What follows belongs to an exercise in optimizing a design on an open flow for small area, a short achievable clock period and few clock cycles per item; a production flow would make more cautious choices.

## the reference run
==> flow/design.v <==
package ust_pkg;
	localparam int DEPTH = 16;
	localparam int CNT_W = $clog2(DEPTH + 1);
	localparam int VAL_W = 32;
	localparam int OUT_CNT_W = 5;
	localparam int RES_W = 2 + OUT_CNT_W;
	localparam logic [1:0] ACT_ADD      = 2'd0;
	localparam logic [1:0] ACT_CONTAINS = 2'd1;
	localparam logic [1:0] ACT_REMOVE   = 2'd2;
	localparam logic [1:0] ACT_CLEAR    = 2'd3;
endpackage
module ust_cell (
	input  logic                      clk,
	input  logic                      we,
	input  logic [ust_pkg::VAL_W-1:0] wdata,
	input  logic [ust_pkg::VAL_W-1:0] key,
	output logic                      eq
);
	logic [ust_pkg::VAL_W-1:0] entry_q;
	always_ff @(posedge clk) begin
		if (we) begin
			entry_q <= wdata;
		end
	end
	assign eq = (entry_q == key);
endmodule
module unsorted_set_table (
	input  logic                          clk,
	input  logic                          arst_n,
	input  logic                          req_valid,
	output logic                          req_ready,
	input  logic [1:0]                    req_action,
	input  logic [ust_pkg::VAL_W-1:0]     req_value,
	output logic                          rsp_valid,
	input  logic                          rsp_ready,
	output logic                          rsp_hit,
	output logic                          rsp_full_res,
	output logic [ust_pkg::OUT_CNT_W-1:0] rsp_entry_count
);
	localparam int DEPTH = ust_pkg::DEPTH;
	localparam int SLOTS = DEPTH + 1;
	localparam int RES_W = ust_pkg::RES_W;
	function automatic logic [SLOTS-1:0] lowest(input logic [SLOTS-1:0] v);
		logic [SLOTS-1:0] below;
		below[0] = 1'b0;
		for (int i = 1; i < SLOTS; i++) begin
			below[i] = below[i-1] | v[i-1];
		end
		lowest = v & ~below;
	endfunction
	logic                      accept;
	logic                      take_add;
	logic [SLOTS-1:0]          valid_q;
	logic [SLOTS-1:0]          valid_d;
	logic [ust_pkg::CNT_W-1:0] count_q;
	logic [ust_pkg::CNT_W-1:0] count_d;
	logic                      full_q;
	logic                      full_d;
	logic                      last_q;
	logic                      last_d;
	logic                      b_add_q;
	logic                      b_con_q;
	logic                      b_rem_q;
	logic                      b_clr_q;
	logic [SLOTS-1:0]          b_eq_q;
	logic [SLOTS-1:0]          b_slot_q;
	logic [SLOTS-1:0]          slot_q;
	logic [SLOTS-1:0]          slot_d;
	logic                      add_ok;
	assign accept   = req_valid && req_ready;
	assign take_add = accept && (req_action == ust_pkg::ACT_ADD);
	logic [SLOTS-1:0]          eq;
	logic [SLOTS-1:0]          held;
	logic [SLOTS-1:0]          claim;
	logic [SLOTS-1:0]          free_1;
	logic [SLOTS-1:0]          free_2;
	logic [SLOTS-1:0]          we;
	for (genvar i = 0; i < SLOTS; i++) begin : g_cell
		ust_cell u_cell (
			.clk   (clk),
			.we    (we[i]),
			.wdata (req_value),
			.key   (req_value),
			.eq    (eq[i])
		);
	end
	assign claim  = add_ok ? b_slot_q : '0;
	assign held   = valid_q | claim;
	assign free_1 = lowest(~held);
	assign free_2 = lowest(~held & ~slot_q);
	assign we     = slot_q & ~claim;
	always_comb begin
		if (b_clr_q) begin
			slot_d = slot_q[0] ? SLOTS'(2) : SLOTS'(1);
		end else begin
			slot_d = (|free_2) ? free_2 : free_1;
		end
	end
	always_ff @(posedge clk or negedge arst_n) begin
		if (!arst_n) begin
			slot_q <= SLOTS'(1);
		end else begin
			slot_q <= slot_d;
		end
	end
	always_ff @(posedge clk or negedge arst_n) begin
		if (!arst_n) begin
			b_add_q   <= 1'b0;
			b_con_q   <= 1'b0;
			b_rem_q   <= 1'b0;
			b_clr_q   <= 1'b0;
		end else begin
			b_add_q   <= take_add;
			b_con_q   <= accept && (req_action == ust_pkg::ACT_CONTAINS);
			b_rem_q   <= accept && (req_action == ust_pkg::ACT_REMOVE);
			b_clr_q   <= accept && (req_action == ust_pkg::ACT_CLEAR);
		end
	end
	always_ff @(posedge clk) begin
		b_eq_q   <= eq;
		b_slot_q <= slot_q;
	end
	logic [SLOTS-1:0]          match;
	logic [SLOTS-1:0]          match_first;
	logic                      any;
	logic                      rem_ok;
	logic [ust_pkg::CNT_W-1:0] count_inc;
	logic [ust_pkg::CNT_W-1:0] count_dec;
	logic                      hit_d;
	logic                      res_full_d;
	assign match       = b_eq_q & valid_q;
	assign any         = |match;
	assign match_first = lowest(match);
	assign add_ok      = b_add_q && !full_q;
	assign rem_ok      = b_rem_q && any;
	assign count_inc   = count_q + ust_pkg::CNT_W'(1);
	assign count_dec   = count_q - ust_pkg::CNT_W'(1);
	assign valid_d = b_clr_q ? '0
	               : ((valid_q & ~(b_rem_q ? match_first : '0)) | (add_ok ? b_slot_q : '0));
	assign count_d = b_clr_q ? '0 : (add_ok ? count_inc : (rem_ok ? count_dec : count_q));
	assign hit_d   = add_ok || ((b_con_q || b_rem_q) && any);
	assign res_full_d = b_add_q && full_q;
	assign full_d  = !b_clr_q && (add_ok ? last_q : (rem_ok ? 1'b0 : full_q));
	assign last_d  = !b_clr_q && (add_ok ? (count_q == ust_pkg::CNT_W'(DEPTH - 2))
	                          : (rem_ok ? full_q : last_q));
	always_ff @(posedge clk or negedge arst_n) begin
		if (!arst_n) begin
			valid_q <= '0;
			count_q <= '0;
			full_q  <= 1'b0;
			last_q  <= 1'b0;
		end else begin
			valid_q <= valid_d;
			count_q <= count_d;
			full_q  <= full_d;
			last_q  <= last_d;
		end
	end
	localparam int QN = 4;
	logic [RES_W-1:0] res_q;
	logic             res_v_q;
	logic [RES_W-1:0] q_q [QN];
	logic [QN-1:0]    v_q;
	logic [QN-1:0]    v_d;
	logic             take;
	logic [2:0]       pend_q;
	logic [2:0]       pend_d;
	logic             block_q;
	logic             head_q;
	logic [QN-1:0]    vh;
	always_ff @(posedge clk or negedge arst_n) begin
		if (!arst_n) begin
			res_v_q <= 1'b0;
		end else begin
			res_v_q <= b_add_q || b_con_q || b_rem_q || b_clr_q;
		end
	end
	always_ff @(posedge clk) begin
		res_q <= {hit_d, res_full_d, ust_pkg::OUT_CNT_W'(count_d)};
	end
	assign vh   = {v_q[QN-1:1], head_q};
	assign take = head_q && rsp_ready;
	always_comb begin
		for (int k = 0; k < QN; k++) begin
			if (take) begin
				v_d[k] = ((k + 1 < QN) ? vh[(k + 1) % QN] : 1'b0)
				      || (res_v_q && ((k == 0) || vh[k]));
			end else begin
				v_d[k] = vh[k] || (res_v_q && ((k == 0) || vh[(k + QN - 1) % QN]));
			end
		end
	end
	always_ff @(posedge clk or negedge arst_n) begin
		if (!arst_n) begin
			v_q    <= '0;
			head_q <= 1'b0;
		end else begin
			v_q    <= v_d;
			head_q <= |v_d;
		end
	end
	always_ff @(posedge clk) begin
		for (int k = 0; k < QN; k++) begin
			if (take) begin
				if ((k + 1 < QN) && vh[(k + 1) % QN]) q_q[k] <= q_q[(k + 1) % QN];
				else q_q[k] <= res_q;
			end else begin
				if (!vh[k]) q_q[k] <= res_q;
			end
		end
	end
	always_comb begin
		pend_d = pend_q;
		if (accept && !take) pend_d = pend_q + 3'd1;
		if (!accept && take) pend_d = pend_q - 3'd1;
	end
	always_ff @(posedge clk or negedge arst_n) begin
		if (!arst_n) begin
			pend_q  <= '0;
			block_q <= 1'b0;
		end else begin
			pend_q  <= pend_d;
			block_q <= (pend_d == 3'(QN));
		end
	end
	assign req_ready       = !block_q;
	assign rsp_valid       = v_q[0];
	assign rsp_hit         = q_q[0][RES_W-1];
	assign rsp_full_res    = q_q[0][RES_W-2];
	assign rsp_entry_count = q_q[0][ust_pkg::OUT_CNT_W-1:0];
endmodule
make LEC_CHECK=0 CAP_MARGIN=20 CORE_MARGIN=2 CORE_UTILIZATION=40 CTS_BUF_LIST='sky130_fd_sc_hd__clkbuf_8 sky130_fd_sc_hd__clkbuf_16' CTS_CLUSTER_DIAMETER=60 CTS_CLUSTER_SIZE=20 PLACE_DENSITY=0.6 SETUP_SLACK_MARGIN=2.88 SLEW_MARGIN=20 finish   # period 5.0 ns
run.sh (not shown) runs the stock make flow with config.mk's settings and CLKGATE_MAP_FILE= SYNTH_SCRIPT=/design/flow/synth_recipe.tcl, a recipe that flattens the netlist after the stock synthesis.
Changes in the trial run relative to the reference run:
--- a/flow/design.v
+++ b/flow/design.v
@@ -67,33 +67,31 @@
 	logic [SLOTS-1:0]          slot_q;
 	logic [SLOTS-1:0]          slot_d;
 	logic                      add_ok;
+	logic                      add_ok_q;
+	logic                      add_ok_d;
 	assign accept   = req_valid && req_ready;
 	assign take_add = accept && (req_action == ust_pkg::ACT_ADD);
 	logic [SLOTS-1:0]          eq;
 	logic [SLOTS-1:0]          held;
-	logic [SLOTS-1:0]          claim;
 	logic [SLOTS-1:0]          free_1;
 	logic [SLOTS-1:0]          free_2;
-	logic [SLOTS-1:0]          we;
 	for (genvar i = 0; i < SLOTS; i++) begin : g_cell
 		ust_cell u_cell (
 			.clk   (clk),
-			.we    (we[i]),
+			.we    (slot_q[i]),
 			.wdata (req_value),
 			.key   (req_value),
 			.eq    (eq[i])
 		);
 	end
-	assign claim  = add_ok ? b_slot_q : '0;
-	assign held   = valid_q | claim;
+	assign held   = valid_q | (add_ok ? b_slot_q : '0);
 	assign free_1 = lowest(~held);
 	assign free_2 = lowest(~held & ~slot_q);
-	assign we     = slot_q & ~claim;
 	always_comb begin
 		if (b_clr_q) begin
-			slot_d = slot_q[0] ? SLOTS'(2) : SLOTS'(1);
-		end else begin
-			slot_d = (|free_2) ? free_2 : free_1;
+			slot_d = (take_add && slot_q[0]) ? SLOTS'(2) : SLOTS'(1);
+		end else begin
+			slot_d = take_add ? free_2 : free_1;
 		end
 	end
 	always_ff @(posedge clk or negedge arst_n) begin
@@ -131,7 +129,8 @@
 	assign match       = b_eq_q & valid_q;
 	assign any         = |match;
 	assign match_first = lowest(match);
-	assign add_ok      = b_add_q && !full_q;
+	assign add_ok_d    = take_add && !full_d;
+	assign add_ok      = add_ok_q;
 	assign rem_ok      = b_rem_q && any;
 	assign count_inc   = count_q + ust_pkg::CNT_W'(1);
 	assign count_dec   = count_q - ust_pkg::CNT_W'(1);
@@ -149,11 +148,13 @@
 			count_q <= '0;
 			full_q  <= 1'b0;
 			last_q  <= 1'b0;
+			add_ok_q <= 1'b0;
 		end else begin
 			valid_q <= valid_d;
 			count_q <= count_d;
 			full_q  <= full_d;
 			last_q  <= last_d;
+			add_ok_q <= add_ok_d;
 		end
 	end
 	localparam int QN = 4;
--- outcome ---
The trial run finished end to end and its layout was clean on timing, DRC and antenna.
Relative to the reference run, number of buffer and inverter stages on the critical path has increased by 1 in the trial run.
The trial run vs. the reference run: post-synthesis net count lost 1.4%; final period demand of the worst path lost 220 ps; logic depth of the worst register-to-register path neither gained nor lost much.
Max number of clock buffers in the layout across the trial run and the reference run: the trial run
The higher global-route usage came out of the reference run.
Function was not checked in any run of this note: the RTL went through the layout flow alone.

-- port drivers added, routing unchanged --
How much do the figures lean on ideal ports? The routed layouts below were timed once more, with nothing changed but the port constraints.
Step 1 (the two cells are an assumption about what drives the block):
set clk [get_ports {clk}]
set_driving_cell -lib_cell sky130_fd_sc_hd__clkbuf_16 $clk
set_driving_cell -lib_cell sky130_fd_sc_hd__buf_2 [delete_from_list [all_inputs] $clk]
Step 2, shift: input delay + t, output delay - t, t = (earliest + latest rising clock arrival at the registers) / 2. This alone moves slack from input paths to output paths.
Three values: ideal ports, drivers, drivers and shift; two values: the first two.
| run | t, ns | setup WS [ns] | worst setup path after step 2 | worst register clock-pin slew, ns |
|---|---|---|---|---|
| the reference run | 0.651 | 2.357 / 2.357 / 2.309 | input to register | 0.09 / 0.09 |
| the trial run | 0.659 | 2.578 / 2.602 / 1.942 | input to register | 0.09 / 0.09 |
After both steps every run listed still meets setup and hold. The setup slack of the trial run, which loses most, moves by +0.024 ns with the drivers and by -0.636 ns with both steps.
